From an optimization exercise on the open Yosys and OpenROAD flow, aimed at a short achievable clock period and few clock cycles per item; shortcuts taken in it are not production practice. In this exercise RTL edits were held to simulation tests only and were not proved equivalent to the original. Power figures rest on the tool's default switching activity, not on a simulated workload.

the reference run:
==> flow/design.v <==
module keyed_dirty_point_store_top (
  input  logic        clk,
  input  logic        rst,
  input  logic        in_valid,
  output logic        in_stall,
  input  logic [2:0]  op,
  input  logic [31:0] key,
  input  logic [3:0]  byte_count,
  input  logic [63:0] value,
  output logic        out_valid,
  input  logic        out_stall,
  output logic [1:0]  status,
  output logic [63:0] read_value,
  output logic [3:0]  read_size,
  output logic [31:0] dirty_key,
  input  logic        cfg_valid,
  output logic        cfg_ready,
  input  logic [8:0]  buffer_bytes_in_use
);
  localparam int NP  = 16;
  localparam int CAP = 4;    
  localparam int FD  = 3;    
  assign cfg_ready = 1'b1;
  logic [31:0] pkey  [NP];
  logic [3:0]  psize [NP];
  logic [7:0]  pmask [NP];
  logic [63:0] pval  [NP];
  logic [NP-1:0] vld;        
  logic [NP-1:0] dirty;
  logic [31:0] last_key;
  logic [8:0]  used;         
  logic [8:0]  lim;          
  logic [8:0]  room;         
  logic        cfg_d;
  logic        take;
  logic        s0_v;
  logic [31:0] s0_key;
  logic [3:0]  s0_cnt;
  logic [63:0] s0_val;
  logic [NP-1:0] s0_eq;      
  logic        s0_eqp;       
  logic        s0_gtl;       
  logic        s0_gtp;       
  logic        s0_dpre;      
  logic        s0_def, s0_set, s0_get, s0_clr1, s0_clra, s0_fd;
  assign take = in_valid && !in_stall;
  always_ff @(posedge clk) begin
    if (rst) s0_v <= 1'b0;
    else     s0_v <= take;
    s0_key <= key;
    s0_cnt <= byte_count;
    s0_val <= value;
    for (int j = 0; j < NP; j++) s0_eq[j] <= (key == pkey[j]);
    s0_eqp   <= (key == s0_key);
    s0_gtl   <= (key > last_key);
    s0_gtp   <= (key > s0_key);
    s0_dpre  <= take && (op == 3'd0) && (key != 32'hFFFF_FFFF)
             && (byte_count != 4'd0) && (byte_count <= 4'd8);
    s0_def   <= (op == 3'd0);
    s0_set   <= (op == 3'd1);
    s0_get   <= (op == 3'd2);
    s0_clr1  <= (op == 3'd3);
    s0_clra  <= (op == 3'd4);
    s0_fd    <= (op == 3'd5);
  end
  logic [NP-1:0] eqk;
  logic [NP-1:0] nxt;
  logic [NP-1:0] fwd;        
  logic          fwd_any;
  logic          hit;
  logic          is_def, is_set, is_get, is_clr1, is_clra, is_fd;
  logic          fits, gt, def_try, def_ok;
  always_comb begin
    for (int j = 0; j < NP; j++) begin
      eqk[j] = vld[j] && (fwd[j] ? s0_eqp : s0_eq[j]);
      nxt[j] = !vld[j] && ((j == 0) ? 1'b1 : vld[j-1]);
    end
  end
  assign hit     = |eqk;
  assign is_def  = s0_def;
  assign is_set  = s0_set;
  assign is_get  = s0_get;
  assign is_clr1 = s0_clr1;
  assign is_clra = s0_clra;
  assign is_fd   = s0_fd;
  assign fits    = (room[8:3] != 6'd0) || (s0_cnt <= {1'b0, room[2:0]});
  assign gt      = fwd_any ? s0_gtp : s0_gtl;
  assign def_try = s0_v && is_def;
  assign def_ok  = s0_dpre && !vld[NP-1] && (!vld[0] || gt) && fits;
  always_ff @(posedge clk) begin
    for (int j = 0; j < NP; j++) begin
      if (def_try && nxt[j]) begin
        pkey[j]  <= s0_key;
        psize[j] <= s0_cnt;
        for (int b = 0; b < 8; b++) pmask[j][b] <= (4'(b) < s0_cnt);
      end
    end
  end
  always_ff @(posedge clk) begin
    if (rst) begin
      vld   <= '0;
      fwd   <= '0;
      fwd_any <= 1'b0;
      used  <= '0;
      lim   <= 9'd256;
      room  <= 9'd256;
      cfg_d <= 1'b0;
    end else begin
      cfg_d <= cfg_valid;
      fwd   <= def_ok ? nxt : '0;
      fwd_any <= def_ok;
      if (cfg_valid) lim <= buffer_bytes_in_use;
      if (cfg_d) begin
        if (lim >= 9'd256)
          room <= (used >= 9'd256) ? 9'd0 : 9'd256 - used;
        else
          room <= (used >= lim) ? 9'd0 : lim - used;
      end else if (def_ok) begin
        room <= room - {5'd0, s0_cnt};
      end
      if (def_ok) begin
        vld  <= {vld[NP-2:0], 1'b1};
        used <= used + {5'd0, s0_cnt};
      end
    end
  end
  always_ff @(posedge clk) begin
    if (def_ok) last_key <= s0_key;
  end
  logic          s1_v;
  logic [NP-1:0] s1_seq, s1_geq, s1_ceq;
  logic          s1_set, s1_clra, s1_fd;
  logic [1:0]    s1_st;      
  logic [63:0]   s1_val;
  always_ff @(posedge clk) begin
    if (rst) begin
      s1_v    <= 1'b0;
      s1_seq  <= '0;
      s1_ceq  <= '0;
      s1_clra <= 1'b0;
    end else begin
      s1_v    <= s0_v;
      s1_seq  <= (s0_v && is_set)  ? eqk : '0;
      s1_ceq  <= (s0_v && is_clr1) ? eqk : '0;
      s1_clra <= s0_v && is_clra;
    end
    s1_geq <= is_get ? eqk : '0;
    s1_set <= is_set;
    s1_fd  <= is_fd;
    s1_val <= s0_val;
    if (is_def)
      s1_st <= def_ok ? 2'd0 : 2'd2;
    else if (is_set || is_get || is_clr1)
      s1_st <= hit ? 2'd0 : 2'd1;
    else
      s1_st <= 2'd0;
  end
  always_ff @(posedge clk) begin
    for (int j = 0; j < NP; j++) begin
      if (rst) begin
        pval[j] <= '0;
      end else if (s1_seq[j]) begin
        for (int b = 0; b < 8; b++)
          pval[j][8*b +: 8] <= pmask[j][b] ? s1_val[8*b +: 8] : 8'd0;
      end
    end
  end
  logic [NP-1:0] dirty_nx;
  logic [NP-1:0] fd_nx;
  logic [NP-1:0] fdoh;
  logic          anyd;
  logic [63:0]   rv;
  logic [3:0]    rs;
  logic [31:0]   dk;
  logic [1:0]    st;
  always_comb begin
    dirty_nx = s1_clra ? '0 : ((dirty | s1_seq) & ~s1_ceq);
    fd_nx = '0;
    for (int j = NP-1; j >= 0; j--) begin
      if (dirty_nx[j]) fd_nx = NP'(1) << j;
    end
  end
  always_ff @(posedge clk) begin
    if (rst) begin
      dirty <= '0;
      fdoh  <= '0;
      anyd  <= 1'b0;
    end else begin
      dirty <= dirty_nx;
      fdoh  <= fd_nx;
      anyd  <= |dirty_nx;
    end
  end
  always_comb begin
    rv = '0;
    rs = '0;
    dk = '0;
    for (int j = 0; j < NP; j++) begin
      rv = rv | (s1_geq[j] ? pval[j] : 64'd0);
      rs = rs | (s1_geq[j] ? psize[j] : 4'd0);
      dk = dk | (fdoh[j] ? pkey[j] : 32'd0);
    end
    if (!(s1_fd && anyd)) dk = 32'hFFFF_FFFF;
    st = s1_fd ? (anyd ? 2'd0 : 2'd1) : s1_st;
  end
  logic [1:0]  fq_st [FD];
  logic [63:0] fq_rv [FD];
  logic [3:0]  fq_rs [FD];
  logic [31:0] fq_dk [FD];
  logic [1:0]  fq_wp, fq_rp;
  logic [1:0]  fq_n;
  logic        out_free, fq_ne, fq_push, fq_pop;
  logic [2:0]  occ;
  logic [2:0]  occ_next;
  logic        deliver;
  assign out_free = !out_valid || !out_stall;
  assign fq_ne    = (fq_n != '0);
  assign fq_pop   = out_free && fq_ne;
  assign fq_push  = s1_v && !(out_free && !fq_ne);
  always_ff @(posedge clk) begin
    if (rst) begin
      out_valid  <= 1'b0;
      status     <= '0;
      read_value <= '0;
      read_size  <= '0;
      dirty_key  <= '0;
    end else if (out_free) begin
      out_valid <= fq_ne || s1_v;
      if (fq_ne) begin
        status     <= fq_st[fq_rp];
        read_value <= fq_rv[fq_rp];
        read_size  <= fq_rs[fq_rp];
        dirty_key  <= fq_dk[fq_rp];
      end else begin
        status     <= st;
        read_value <= rv;
        read_size  <= rs;
        dirty_key  <= dk;
      end
    end
  end
  always_ff @(posedge clk) begin
    for (int i = 0; i < FD; i++) begin
      if (s1_v && (fq_wp == 2'(i))) begin
        fq_st[i] <= st;
        fq_rv[i] <= rv;
        fq_rs[i] <= rs;
        fq_dk[i] <= dk;
      end
    end
  end
  always_ff @(posedge clk) begin
    if (rst) begin
      fq_wp <= '0;
      fq_rp <= '0;
      fq_n  <= '0;
    end else begin
      if (fq_push) fq_wp <= (fq_wp == 2'(FD-1)) ? 2'd0 : fq_wp + 2'd1;
      if (fq_pop)  fq_rp <= (fq_rp == 2'(FD-1)) ? 2'd0 : fq_rp + 2'd1;
      fq_n <= fq_n + (fq_push ? 2'd1 : 2'd0) - (fq_pop ? 2'd1 : 2'd0);
    end
  end
  assign deliver  = out_valid && !out_stall;
  assign occ_next = occ + (take ? 3'd1 : 3'd0) - (deliver ? 3'd1 : 3'd0);
  always_ff @(posedge clk) begin
    if (rst) begin
      occ      <= '0;
      in_stall <= 1'b0;
    end else begin
      occ      <= occ_next;
      in_stall <= (occ_next >= 3'(CAP));
    end
  end
endmodule
make LEC_CHECK=0 ABC_CLOCK_PERIOD_IN_PS=2000 CAP_MARGIN=20 CORE_MARGIN=2 CORE_UTILIZATION=62 CTS_CLUSTER_DIAMETER=90 CTS_CLUSTER_SIZE=25 PLACE_DENSITY=0.7 SETUP_SLACK_MARGIN=4.6 SLEW_MARGIN=20 TNS_END_PERCENT=100 finish   # period 7.0 ns
run.sh (not shown) runs the stock make flow with config.mk's settings and CLKGATE_MAP_FILE= SYNTH_SCRIPT=/design/flow/synth_recipe.tcl, a recipe that flattens the netlist after the stock synthesis.
Ran to the end and failed final checks on capacitance limit, slew limit: the reference run.
Testbench counts of the reference run, summed over its fixed seeds: cycles 4,127, items 4,103.
[inputs] the trial run vs the reference run
# the reference run
export LEC_CHECK = 0
export ABC_CLOCK_PERIOD_IN_PS = 2000
export CAP_MARGIN = 20
export CORE_MARGIN = 2
export CORE_UTILIZATION = 62
export CTS_CLUSTER_DIAMETER = 90
export CTS_CLUSTER_SIZE = 25
export PLACE_DENSITY = 0.7
export SETUP_SLACK_MARGIN = 4.6
export SLEW_MARGIN = 20
export TNS_END_PERCENT = 100
create_clock -name core_clock -period 7.0 [get_ports {clk}]
# the trial run
export LEC_CHECK = 0
export ABC_CLOCK_PERIOD_IN_PS = 2000
export CAP_MARGIN = 20
export CORE_MARGIN = 2
export CORE_UTILIZATION = 60
export CTS_CLUSTER_DIAMETER = 90
export CTS_CLUSTER_SIZE = 25
export PLACE_DENSITY = 0.65
export SETUP_SLACK_MARGIN = 4.6
export SLEW_MARGIN = 20
export TNS_END_PERCENT = 100
create_clock -name core_clock -period 7.0 [get_ports {clk}]
### Flow results
- In the reference run the implementation completed, yet the final layout does not meet the checks, the culprit being capacitance limit, slew limit.
- The trial run: full flow OK, the timing, DRC and antenna checks passed
- Re combinational fraction of design power: the trial run is 0.5 points up on the reference run.
- The trial run vs the reference run, destination of the critical timing path: read_value[37] vs read_value[4]
- Vias: the trial run fewer than the reference run
- In the trial run, the global-route wire length before repair came out 16 mm above the value in the reference run.

separate check: timing with driven ports:
The results above use ideal ports. As a check the final layouts listed here were re-extracted and re-timed, cells and wires unchanged. Step 1 sets driving cells, clkbuf_16 on the clock port and buf_2 on the other inputs (assumed; they add their load-dependent delay and slew). Step 2 also shifts input and output timing later by t, the mid clock arrival at the registers, as if the neighbouring blocks saw the same clock. a / b / c = no drivers / after step 1 / after step 2; a / b = the first two.
run	shift t [ns]	slack for setup (ns)	slew at the worst register clock pin (ns)	pins driven straight from the clock port
the reference run	0.881	4.300 / 4.217 / 3.628	0.11 / 0.11	1
the trial run	0.890	4.228 / 4.137 / 3.625	0.12 / 0.12	1
For the reference run, which loses most, drivers alone change the setup slack by -0.083 ns; drivers and shift together by -0.672 ns.
